Background: an optimization exercise with open tools, aiming at a short achievable clock period and few clock cycles. Do not read the settings as production practice. Function was checked by simulation only, so behaviour that the tests miss may differ from the original. No activity file was given, so power comes from the tool's default toggle rates.

[run.sh]
#!/bin/bash
# synth_recipe.tcl (not shown) runs the flow's synth.tcl, then flattens the netlist and writes it again
# the make line also repeats each setting of config.mk as NAME=value (left out here)
make -C /OpenROAD-flow-scripts/flow DESIGN_CONFIG=/design/flow/config.mk WORK_HOME=/design/flow/orfs CLKGATE_MAP_FILE= SYNTH_SCRIPT=/design/flow/synth_recipe.tcl finish
[config.mk]
export PLATFORM = sky130hd
export DESIGN_NAME = cpu_core
export DESIGN_NICKNAME = cpu_core
export VERILOG_FILES = /design/flow/design.v
export SDC_FILE = /design/flow/constraint.sdc
export NUM_CORES = 4
export LEC_CHECK = 0
export ABC_CLOCK_PERIOD_IN_PS = 2000
export CAP_MARGIN = 20
export CORE_MARGIN = 2
export CORE_UTILIZATION = 35
export SETUP_SLACK_MARGIN = 4.0
export SLEW_MARGIN = 20
[design.v]
package cpu_pkg;
  typedef logic [15:0] word_t;      
  typedef logic [15:0] instr_t;
  typedef logic [3:0]  reg_addr_t;
  typedef logic [15:0] imm_t;       
  typedef enum logic [3:0] {
    OP_NOP  = 4'd0,
    OP_ADD  = 4'd1,
    OP_SUB  = 4'd2,
    OP_AND  = 4'd3,
    OP_OR   = 4'd4,
    OP_XOR  = 4'd5,
    OP_MOVI = 4'd6,
    OP_ADDI = 4'd7,
    OP_B    = 4'd8
  } opcode_e;
  typedef enum logic {
    FWD_REG = 1'b0,   
    FWD_WB  = 1'b1    
  } fwd_sel_e;
  localparam word_t RESET_PC = 16'h0000;
  localparam int    NUM_REGS = 16;
endpackage
`timescale 1ns/1ns
module cpu_core #(
  parameter int NUM_REGS = cpu_pkg::NUM_REGS
) (
  input  logic               clk_i,
  input  logic               reset_2_r,
  input  cpu_pkg::instr_t    instr_i,
  output cpu_pkg::word_t     pc_o,
  output logic               wb_valid_o,
  output cpu_pkg::reg_addr_t wb_rd_o,
  output cpu_pkg::word_t     wb_data_o
);
  logic [15:0] pc_q;
  logic [3:0]  f_op;
  logic        f_isb;
  logic [15:0] f_tgt;
  logic [15:0] f_inc;
  logic [12:0] f_lo;      
  logic [3:0]  f_hi;
  assign pc_o  = pc_q;
  assign f_op  = instr_i[15:12];
  assign f_isb = (f_op == 4'd8);
  assign f_inc = pc_q + 16'd1;
  assign f_lo = {1'b0, pc_q[11:0]} + {1'b0, instr_i[11:0]};
  always_comb begin
    case ({instr_i[11], f_lo[12]})
      2'b01:   f_hi = pc_q[15:12] + 4'd1;
      2'b10:   f_hi = pc_q[15:12] - 4'd1;
      default: f_hi = pc_q[15:12];
    endcase
  end
  assign f_tgt = {f_hi, f_lo[11:0]};
  localparam int NF = 8;
  logic [NF-1:0] fv_q;
  logic [15:0]   fkey_q [NF];
  logic [15:0]   ftgt_q [NF];
  logic [NF-1:0] f_match;
  logic          f_hit;
  logic [15:0]   f_fold;
  always_comb begin
    f_fold = '0;
    for (int i = 0; i < NF; i++) begin
      f_match[i] = fv_q[i] && (fkey_q[i] == pc_q);
      f_fold     = f_fold | (f_match[i] ? ftgt_q[i] : 16'h0000);
    end
  end
  assign f_hit = |f_match;
  always_ff @(posedge clk_i or posedge reset_2_r) begin
    if (reset_2_r)  pc_q <= cpu_pkg::RESET_PC;
    else if (f_hit) pc_q <= f_fold;
    else if (f_isb) pc_q <= f_tgt;
    else            pc_q <= f_inc;
  end
  logic       f_wr, f_movi, f_addi, f_sub, f_usea, f_useb;
  logic [1:0] f_fn;       
  logic [3:0] f_rd, f_rn, f_rm, f_ra;
  assign f_wr   = (f_op >= 4'd1) && (f_op <= 4'd7);
  assign f_movi = (f_op == 4'd6);
  assign f_addi = (f_op == 4'd7);
  assign f_sub  = (f_op == 4'd2);
  assign f_usea = f_wr && !f_movi;
  assign f_useb = (f_op >= 4'd1) && (f_op <= 4'd5);
  assign f_fn   = (f_op == 4'd3) ? 2'd1 : (f_op == 4'd4) ? 2'd2 :
                  (f_op == 4'd5) ? 2'd3 : 2'd0;
  assign f_rd   = instr_i[11:8];
  assign f_rn   = instr_i[7:4];
  assign f_rm   = instr_i[3:0];
  assign f_ra   = f_addi ? f_rd : f_rn;
  logic [15:0]           lw_pc;
  logic                  lw_v, gap_q;
  logic [2:0]            fptr_q;   
  logic                  f_alloc;
  assign f_alloc = f_wr && lw_v && gap_q;
  always_ff @(posedge clk_i or posedge reset_2_r) begin
    if (reset_2_r) begin
      lw_v   <= 1'b0;
      gap_q  <= 1'b0;
      fptr_q <= '0;
      fv_q   <= '0;
    end else begin
      if (f_wr) begin
        lw_v  <= 1'b1;
        gap_q <= 1'b0;
      end else begin
        gap_q <= 1'b1;
      end
      if (f_alloc) begin
        fv_q[fptr_q] <= 1'b1;
        fptr_q       <= fptr_q + 1'b1;
      end
    end
  end
  always_ff @(posedge clk_i) begin
    if (f_wr) lw_pc <= pc_q;
    if (f_alloc) begin
      fkey_q[fptr_q] <= lw_pc;
      ftgt_q[fptr_q] <= pc_q;
    end
  end
  logic [7:0]          rlo_q [NUM_REGS];
  logic [7:0]          rhi_q [NUM_REGS];
  logic [NUM_REGS-1:0] rvlo_q, rvhi_q;
  logic [7:0]          rlo [NUM_REGS];
  logic [7:0]          rhi [NUM_REGS];
  always_comb begin
    for (int i = 0; i < NUM_REGS; i++) begin
      rlo[i] = rvlo_q[i] ? rlo_q[i] : 8'h00;
      rhi[i] = rvhi_q[i] ? rhi_q[i] : 8'h00;
    end
  end
  logic       el_wr;
  logic [3:0] el_rd, el_ra, el_rb;
  logic       el_movi, el_addi, el_sub, el_fa, el_fb;
  logic [1:0] el_fn;
  logic [7:0] el_a, el_b;
  always_ff @(posedge clk_i or posedge reset_2_r) begin
    if (reset_2_r) el_wr <= 1'b0;
    else           el_wr <= f_wr;
  end
  always_ff @(posedge clk_i) begin
    el_rd   <= f_rd;
    el_ra   <= f_ra;
    el_rb   <= f_rm;
    el_movi <= f_movi;
    el_addi <= f_addi;
    el_sub  <= f_sub;
    el_fn   <= f_fn;
    el_fa   <= el_wr && (el_rd == f_ra) && f_usea;
    el_fb   <= el_wr && (el_rd == f_rm) && f_useb;
    el_a    <= f_movi ? 8'h00 : f_addi ? rlo[f_rd] : rlo[f_rn];
    el_b    <= (f_movi || f_addi) ? instr_i[7:0] : rlo[f_rm];
  end
  logic [7:0] rl_q;       
  logic [7:0] l_a, l_b, l_res;
  logic [8:0] l_sum;
  assign l_a   = el_fa ? rl_q : el_a;
  assign l_b   = (el_fb ? rl_q : el_b) ^ {8{el_sub}};
  assign l_sum = {1'b0, l_a} + {1'b0, l_b} + {8'd0, el_sub};
  always_comb begin
    case (el_fn)
      2'd1:    l_res = l_a & l_b;
      2'd2:    l_res = l_a | l_b;
      2'd3:    l_res = l_a ^ l_b;
      default: l_res = l_sum[7:0];
    endcase
  end
  logic       eh_wr;
  logic [3:0] eh_rd;
  logic       eh_sub, eh_fa, eh_fb, eh_c;
  logic [1:0] eh_fn;
  logic [7:0] eh_a, eh_b;
  always_ff @(posedge clk_i or posedge reset_2_r) begin
    if (reset_2_r) begin
      eh_wr  <= 1'b0;
      rvlo_q <= '0;
    end else begin
      eh_wr <= el_wr;
      if (el_wr) rvlo_q[el_rd] <= 1'b1;
    end
  end
  always_ff @(posedge clk_i) begin
    rl_q   <= l_res;
    if (el_wr) rlo_q[el_rd] <= l_res;
    eh_rd  <= el_rd;
    eh_sub <= el_sub;
    eh_fn  <= el_fn;
    eh_fa  <= el_fa;
    eh_fb  <= el_fb;
    eh_c   <= l_sum[8];
    eh_a   <= el_movi ? 8'h00 : rhi[el_ra];
    eh_b   <= (el_movi || el_addi) ? 8'h00 : rhi[el_rb];
  end
  logic [7:0] rh_q;       
  logic [7:0] h_a, h_b, h_res;
  logic [7:0] h_sum;
  assign h_a   = eh_fa ? rh_q : eh_a;
  assign h_b   = (eh_fb ? rh_q : eh_b) ^ {8{eh_sub}};
  assign h_sum = h_a + h_b + {7'd0, eh_c};
  always_comb begin
    case (eh_fn)
      2'd1:    h_res = h_a & h_b;
      2'd2:    h_res = h_a | h_b;
      2'd3:    h_res = h_a ^ h_b;
      default: h_res = h_sum;
    endcase
  end
  logic        w_valid;
  logic [3:0]  w_rd;
  logic [15:0] w_data;
  always_ff @(posedge clk_i or posedge reset_2_r) begin
    if (reset_2_r) begin
      w_valid <= 1'b0;
      rvhi_q  <= '0;
    end else begin
      w_valid <= eh_wr;
      if (eh_wr) rvhi_q[eh_rd] <= 1'b1;
    end
  end
  always_ff @(posedge clk_i) begin
    rh_q <= h_res;
    if (eh_wr) begin
      rhi_q[eh_rd] <= h_res;
      w_rd         <= eh_rd;
      w_data       <= {h_res, rl_q};
    end
  end
  assign wb_valid_o = w_valid;
  assign wb_rd_o    = w_rd;
  assign wb_data_o  = w_data;
endmodule
[constraint.sdc]
create_clock -name core_clock -period 6.0 [get_ports {clk_i}]
set_input_delay 1.2000 -clock core_clock [delete_from_list [all_inputs] [get_ports {clk_i}]]
set_output_delay 1.2000 -clock core_clock [all_outputs]
set_load 0.01 [all_outputs]
==> flow_summary.yaml, run 1 <==
status:
  outcome: "no timing/DRC/antenna violations"
setup_path:
  required_ns: 6.54
  rr_startpoint: "pc_q[0]$_DFF_PP0_"
  r2r_slack_ns: 2.66
  endpoint_kind: "register"
  cp_max_fo: 5
  reg2reg_to: "pc_q[15]$_DFFE_PP0P_"
  r2r.worst_path.cells: 17
  crit_type: "primary input to register"
  startpoint_type: "primary input"
  worstPathArrival_ns: 4.05
power_and_ir_drop:
  p_per_area_mw_per_mm2: 411.1
  finalPower_mw: 18.21
  ir_drop_mv: 0.2259
  p_leak_nw: 15.55
floorplan:
  initial_core_util_pct: 35.40
  io_pins: 55
  dieArea_mm2: 0.09545
  core_mm2: 0.09194
  die_h_um: 309.0
  dieWidth_um: 309.0
  rows: 111
sta:
  min_period_ns: 3.512
  tightest_slew_ns: 1.147
  timing.fmax_mhz: 284.8
  fin_tns_setup_ns: 0
  fin_crit_sh_pct: 58.53
  rsz0062_at_grt: "true"
  finalHoldViolations: 0
  drv_slew: 0
  setup_viol: 0
  relSlewSlack_pct: 23.50
  fin_skew_ns: 0.02892
cts:
  cts_max_level: 3
  root_buffer: "clkbuf_16"
  cts.sinks: 689
  cts_buffers: 81
  cts_tree: "built"
  path_clk_slew_ns: 0.06
  clockBufferDepth: 3
  postCtsHoldBufs: 0
  clk_latency_ns: 0.65
routing:
  firstDrtPassIters: 7
  dr_total_vias: 27910
  antenna_left: 0
  viasPerCell: 6.158
  wl_um: 135700
  drc_errors: 0
  avgRoutedWirePerCell_um: 29.93
  drt_iter0_drc: 4240
global_routing:
  grt_overflow_total: 0
  grt_start_max_net_pins: 65
  grt_pass1_wl_um: 189000
  track_usage_pct: 27.57
  antenna_found_initial: 2
  first_global_vias: 26540
synthesis:
  synth_simple_gate_area_share_pct: 20.79
  netlist_area_mm2: 0.03255
  synth_seq_cells: 689
  syn-num-nets: 2934
  synthAdderAreaFrac_pct: 2.629
  syn_area_per_cell_um2: 11.42
  synth-edff-count: 548
  synthCells: 2850
  yosys_warnings: 3
  synth_compound_area_share_pct: 6.135
  synthXorXnorAreaFrac_pct: 5.055
  synth_ff_type: "edfxtp_1"
  synth_top_family_by_area: "simple AND/OR/NAND/NOR gates"
  synth_top_area_share_pct: 50.56
  ys_top_cells_by_area: "edfxtp_1 (51%), nand3_1 (9.9%), dfrtp_1 (4.9%), dfxtp_1 (4.7%), xnor2_1 (4.3%)"
  synth_area_leader_cell: "edfxtp_1"
  seq_area_frac_synth_pct: 60.21
  yosysUniqueCellTypes: 72
  async_reset_ff_share_pct: 9.289
  synth.area.mux_share_pct: 1.749
cells_and_area:
  final_common_cell: "nand3_1"
  syn2layout_area_growth_pct: 36.12
  ff_latch_area_mm2: 0.01969
  fillers: 8113
  layout_common_cells: "nand3_1 (631), edfxtp_1 (548), buf_4 (200)"
  n_antenna_cell: 0
  instances_no_fill: 4533
  drive_gt1_share_pct: 29.94
  multi_input_area_mm2: 0.01450
  final_nets: 3307
place:
  dpl.hpwl_um: 82620
  dp.cells: 4067
  gp_congestion: 1.035
  port-buffer-count: 54
min_path:
  whs_path_depth: 1
  hold_path.class: "register to register"
  holdPathEnd: "lw_v$_DFFE_PP0P_"
  hold_start: "lw_v$_DFFE_PP0P_"
run:
  drv_cap: 0
-- layer usage --
| metal | vias up | global-route usage (%) | wire (µm) |
|---|---|---|---|
| met4 | 0 | 12.61 | 7560 |
| met5 | - | 0 | 0 |
| met1 | 13870 | 37.72 | 53360 |
| li1 | 11660 | - | - |
| met2 | 1930 | 41.53 | 59130 |
| met3 | 451 | 6.440 | 15630 |
-- stage by stage --
stage | hold slack, ns | utilization [%] | cell area, µm² | setup slack, ns
2_1_floorplan | 0.3290 | - | 33360 | 2.125
3_3_place_gp | 0.4538 | 38.32 | 35230 | 1.181
3_5_place_dp | 0.4675 | 38.33 | 35240 | 1.176
4_1_cts | 0.4814 | 46.29 | 42560 | 2.408
5_1_grt | 0.4995 | 48.19 | 44310 | 2.320
6_report | 0.4774 | 48.19 | 44310 | 2.488
-- cell usage after synthesis, drive strengths merged, types with 9 or more instances --
library cell	n
or2	9
buf	62
dfrtp	64
nand2	86
nand4	186
a31oi	25
dfxtp	77
inv	113
o21a	22
o32ai	9
or4	9
nor2	131
nand3	644
o21bai	9
a211oi	12
o211ai	9
or3	10
clkbuf	97
xnor2	161
mux2i	40
edfxtp	548
a31o	16
nor4	54
a21oi	33
nor3	100
nand2b	28
ha	62
a22oi	34
xor2	26
a21o	23
o21ai	43
and2	13
a2111oi	25
-- registers in the layout, summed over array words and instances (netlist names), 16 cells and up --
name    cells
rhi_q     128
rvhi_q     16
w_data     16
lw_pc      16
ftgt_q    128
rvlo_q     16
pc_q       16
fkey_q    128
rlo_q     128
-- layout make-up --
cell class              instances  area share, %
clock buffers                 105          5.199
clock inverters                45          1.203
inverters                     113         0.9658
multi-input cells            1897          32.74
flip-flops and latches        689          44.44
well taps                    1243          3.510
repair buffers                441          11.95
-- worst max-delay path by stage --
stage / start / end / slack [ns] / cells past startpoint
floorplan: instr_i[0] / pc_q[15]$_DFFE_PP0P_ / 2.13 / 17
global placement: instr_i[0] / pc_q[15]$_DFFE_PP0P_ / 1.18 / 18
detailed placement: instr_i[0] / pc_q[15]$_DFFE_PP0P_ / 1.18 / 18
CTS: instr_i[0] / pc_q[15]$_DFFE_PP0P_ / 2.41 / 18
global route: instr_i[0] / pc_q[15]$_DFFE_PP0P_ / 2.32 / 18
finish: instr_i[0] / pc_q[15]$_DFFE_PP0P_ / 2.49 / 18
-- report_power, final --
| group | total, mW | switching [mW] | internal [mW] |
|---|---|---|---|
| Combinational | 6.16 | 3.46 | 2.70 |
| Clock | 5.21 | 2.09 | 3.13 |
| Sequential | 6.84 | 0.693 | 6.15 |
| Total | 18.2 | 6.24 | 12.0 |
-- cell families (layout without fill, tap and decap cells) --
group / Yosys count / count (layout)
AND/OR/NAND/NOR: 1303 / 1308
flip-flops: 689 / 689
AO/OA/AOI/OAI: 283 / 286
buffers and inverters: 272 / 704
XOR/XNOR: 187 / 187
adder cells (fa/ha/maj): 66 / 66
multiplexers: 50 / 50
-- critical path: stages --
cell and delay, ns:
buf_8 0.11, ha_4 0.15, fa_2 0.35, a211o_1 0.30, a211oi_2 0.23, or2_4 0.18, a21oi_4 0.05, a21oi_2 0.14
o21bai_1 0.09, a21oi_2 0.16, ha_2 0.25, nor4bb_4 0.20, a21oi_1 0.06, o32ai_1 0.11, a21oi_1 0.12, xor2_1 0.17
nand2_1 0.07, o21a_1 0.10
-- what timing repair did --
action                     CTS  global route
pin swaps                  126            93
buffers inserted           216            62
setup endpoints to repair  822           843
gates cloned                25            13
resized for setup          740           174
Testbench counts, summed over its fixed seeds: cycles 10,021.
==> run 2, diff against run 1 <==
==> config.mk (replaced) <==
export PLATFORM = sky130hd
export DESIGN_NAME = cpu_core
export DESIGN_NICKNAME = cpu_core
export VERILOG_FILES = /design/flow/design.v
export SDC_FILE = /design/flow/constraint.sdc
export NUM_CORES = 4
export LEC_CHECK = 0
export ABC_CLOCK_PERIOD_IN_PS = 1700
export CAP_MARGIN = 20
export CORE_MARGIN = 2
export CORE_UTILIZATION = 45
export SETUP_SLACK_MARGIN = 4.3
export SLEW_MARGIN = 20
==> flow_summary.yaml, run 2 <==
setup_path:
  critical_path.max_stage_delay_ns: 0.48
  crit_chain: "buf_8 -> buf_4 -> buf_6 -> buf_6 -> buf_6 -> buf_6 -> buf_6 -> buf_6 -> buf_6 -> buf_6 -> buf_6 -> buf_6 -> buf_6 -> buf_12 -> nand2b_4 -> nor3_4 -> buf_12 -> buf_6 -> nand3_2 -> nand4_1 -> nor4_4 -> o21ai_1 -> o21a_1"
  crit_type: "primary input to register"
  cp.depth: 23
  slowest_stage: "nor4_4"
  endpoint_kind: "register"
  critPathTopFamily: "buffers and inverters"
  reg2reg_to: "pc_q[14]$_DFFE_PP0P_"
  required_ns: 6.54
  startpoint_type: "primary input"
  r2r.worst_path.cells: 17
  worstPathArrival_ns: 4.16
  worst_path_most_repeated_cell: "buf_6"
  critPathLaunch: "instr_i[0]"
  path_buf_inv: 16
  rr_startpoint: "pc_q[0]$_DFF_PP0_"
  cp_max_fo: 6
  r2r_slack_ns: 2.64
run:
  drv_cap: 0
global_routing:
  first_global_vias: 28450
  grt_overflow_total: 0
  antenna_found_initial: 6
  track_usage_pct: 39.54
  grt_start_max_net_pins: 65
  grt_pass1_wl_um: 207900
cts:
  cts_max_level: 3
  path_clk_slew_ns: 0.06
  cts_tree: "built"
  clk_latency_ns: 0.67
  cts.sinks: 689
  clockBufferDepth: 3
  root_buffer: "clkbuf_16"
  cts_buffers: 79
min_path:
  hold_path.class: "register to register"
  hold_start: "el_rd[0]$_DFF_P_"
  whs_path_depth: 0
  holdPathEnd: "eh_rd[0]$_DFF_P_"
floorplan:
  initial_core_util_pct: 45.45
  dieWidth_um: 272.9
  io_pins: 55
  dieArea_mm2: 0.07450
  die_h_um: 272.9
  core_mm2: 0.07161
  rows: 98
routing:
  drc_errors: 0
  antenna_left: 0
  viasPerCell: 6.667
  dr_total_vias: 29580
  drt_iter0_drc: 4589
  avgRoutedWirePerCell_um: 34.08
  firstDrtPassIters: 8
  wl_um: 151200
synthesis:
  synth_ff_type: "edfxtp_1"
  synth_top_area_share_pct: 50.56
  synth_area_leader_cell: "edfxtp_1"
  synth_seq_cells: 689
  yosysMostFrequentCell: "nand3_1"
  syn_area_per_cell_um2: 11.42
  synthTopCellsByCount: "nand3_1 (644), edfxtp_1 (548), nand4_1 (186)"
  synth-edff-count: 548
  yosys_warnings: 3
  netlist_area_mm2: 0.03255
  synthCells: 2850
  yosysUniqueCellTypes: 72
  syn-num-nets: 2934
  async_reset_ff_share_pct: 9.289
  ys_top_cells_by_area: "edfxtp_1 (51%), nand3_1 (9.9%), dfrtp_1 (4.9%), dfxtp_1 (4.7%), xnor2_1 (4.3%)"
  seq_area_frac_synth_pct: 60.21
cells_and_area:
  final_nets: 3504
  layout_common_cells: "nand3_1 (593), edfxtp_1 (548), buf_4 (293)"
  final_common_cell: "nand3_1"
  final_core_utilization_pct: 65.31
  drive_gt1_share_pct: 36.81
  syn2layout_area_growth_pct: 43.68
power_and_ir_drop:
  p_clk_share_pct: 27.1
  ir_drop_mv: 0.2815
  p_leak_nw: 16.86
  p_per_area_mw_per_mm2: 388.7
  p_int_mw: 11.68
  p_seq_share_pct: 38.0
  p_sw_mw: 6.503
  p_sw_share_pct: 35.77
  power_frac_comb_pct: 34.8
sta:
  fin_crit_sh_pct: 60.33
  relSlewSlack_pct: 31.62
  fin_tns_setup_ns: 0
  timing.fmax_mhz: 276.2
  drv_slew: 0
  rsz0062_at_grt: "true"
  tightest_slew_ns: 1.024
  setup_viol: 0
  min_period_ns: 3.620
  finalHoldViolations: 0
  fin_skew_ns: 0.03047
place:
  dpl.hpwl_um: 85230
  port-buffer-count: 54
  gp_congestion: 0.9532
status:
  outcome: "no timing/DRC/antenna violations"
==> run 2: changes by cell type in the layout (fill, tap and decap cells not counted), moves of 13 or more <==
cell,previous run,this run
buf_12,83,119
buf_4,200,293
buf_6,93,156
dfrtp_1,47,33
dfrtp_2,8,25
nand3_1,631,593
nand3_2,11,44
nor2_2,17,4
==> run 2: timing repair <==
item                       in CTS  in global routing
setup endpoints to repair     997                820
buffers inserted              388                 83
gates resized for setup       864                201
cloned                         32                  8
hold buffers                    0                  0
pin swaps                     227                150
==> run 2: worst register-to-register path, stage by stage, from the launching register on <==
cell,delay (ns)
dfrtp_2,0.42
ha_4,0.17
fa_2,0.36
a211o_1,0.30
a211oi_2,0.24
or2_4,0.18
a21oi_4,0.05
a21oi_2,0.15
o21bai_1,0.09
a21oi_2,0.16
ha_2,0.26
xor2_1,0.16
ha_1,0.16
a21oi_1,0.05
xnor2_1,0.13
a32oi_1,0.17
nand2_1,0.10
a21oi_2,0.13
==> run 2: per-layer routing <==
metal | wire [µm] | track usage [%] | up-vias
met5 | 30 | 0.1926 | -
met4 | 10630 | 21.27 | 4
met3 | 19560 | 10.96 | 605
met2 | 64300 | 57.83 | 2251
met1 | 56650 | 53.49 | 14670
li1 | - | - | 12050
==> run 2: layout make-up <==
class                      count  area (µm²)
antenna                        1       2.502
clock buffer                  95        2110
clock inverter                51       510.5
fill                        5261       24840
inverter                     113       446.7
multi-input combinational   1905       15390
sequential                   689       19720
tap                          950        1189
timing repair buffer         632        7403
==> run 2: worst max-delay path by stage <==
| stage | to | slack (ns) |
|---|---|---|
| after detailed placement | pc_q[15]$_DFFE_PP0P_ | 1.16 |
| final | el_b[3]$_DFF_P_ | 2.38 |
| after global placement | pc_q[15]$_DFFE_PP0P_ | 1.14 |
| after global routing | pc_q[15]$_DFFE_PP0P_ | 2.31 |
| after CTS | pc_q[15]$_DFFE_PP0P_ | 2.35 |
| after floorplan | pc_q[15]$_DFFE_PP0P_ | 2.13 |
==> run 2: power by group through the flow <==
stage / Sequential, mW / Combinational, mW / Clock (mW)
3_3_place_gp: 7.08 / 3.74 / 0
3_5_place_dp: 7.09 / 3.79 / 0
6_report: 6.92 / 6.34 / 4.93
2_1_floorplan: 6.57 / 2.64 / 0
5_1_grt: 6.94 / 6.53 / 5.16
4_1_cts: 6.85 / 5.72 / 4.93
==> run 2: logic make-up after synthesis <==
family / share of synthesized area [%]
and+or+nand+nor: 20.79
DFF: 60.21
AOI/OAI and AO/OA: 6.135
adders and majority gates: 2.629
buffers and inverters: 3.429
muxes: 1.749
xor gates and xnor gates: 5.055
==> run 2: stage by stage <==
step	instance area, µm²	hold slack (ns)	instances	setup WS [ns]	power [mW]
2_1_floorplan	33570	0.3290	2850	2.125	9.208
3_3_place_gp	35100	0.4512	3776	1.140	10.82
3_5_place_dp	35130	0.4553	3778	1.157	10.89
4_1_cts	44850	0.4474	4344	2.353	17.51
5_1_grt	46760	0.4523	4435	2.310	18.63
6_report	46770	0.4471	4436	2.380	18.18

[port drivers added, routing unchanged]
No port has a modelled driver above. Below, the same layouts with a new extraction and two added sets of constraints.
Step 1: set_driving_cell puts a clkbuf_16 on clk_i and a buf_2 on each other input, an assumption about the parent block.
Step 2, shift: input delay + t, output delay - t, t = (earliest + latest rising clock arrival at the registers) / 2. This alone moves slack from input paths to output paths.
a / b / c = ideal ports / drivers / drivers and shift; a / b = the first two.
run	t (ns)	slack for setup (ns)	worst hold slack (ns)	clock arrival spread, ns	worst slew at a driven data input, ns
run 1	0.710	2.488 / 2.510 / 1.801	0.477 / 0.477 / 0.477	0.034 / 0.035	0.16
run 2	0.716	2.380 / 2.402 / 1.686	0.447 / 0.447 / 0.447	0.032 / 0.031	0.16
After both steps every run listed still meets setup and hold. For run 2, which loses most, drivers alone change the setup slack by +0.022 ns; drivers and shift together by -0.694 ns.
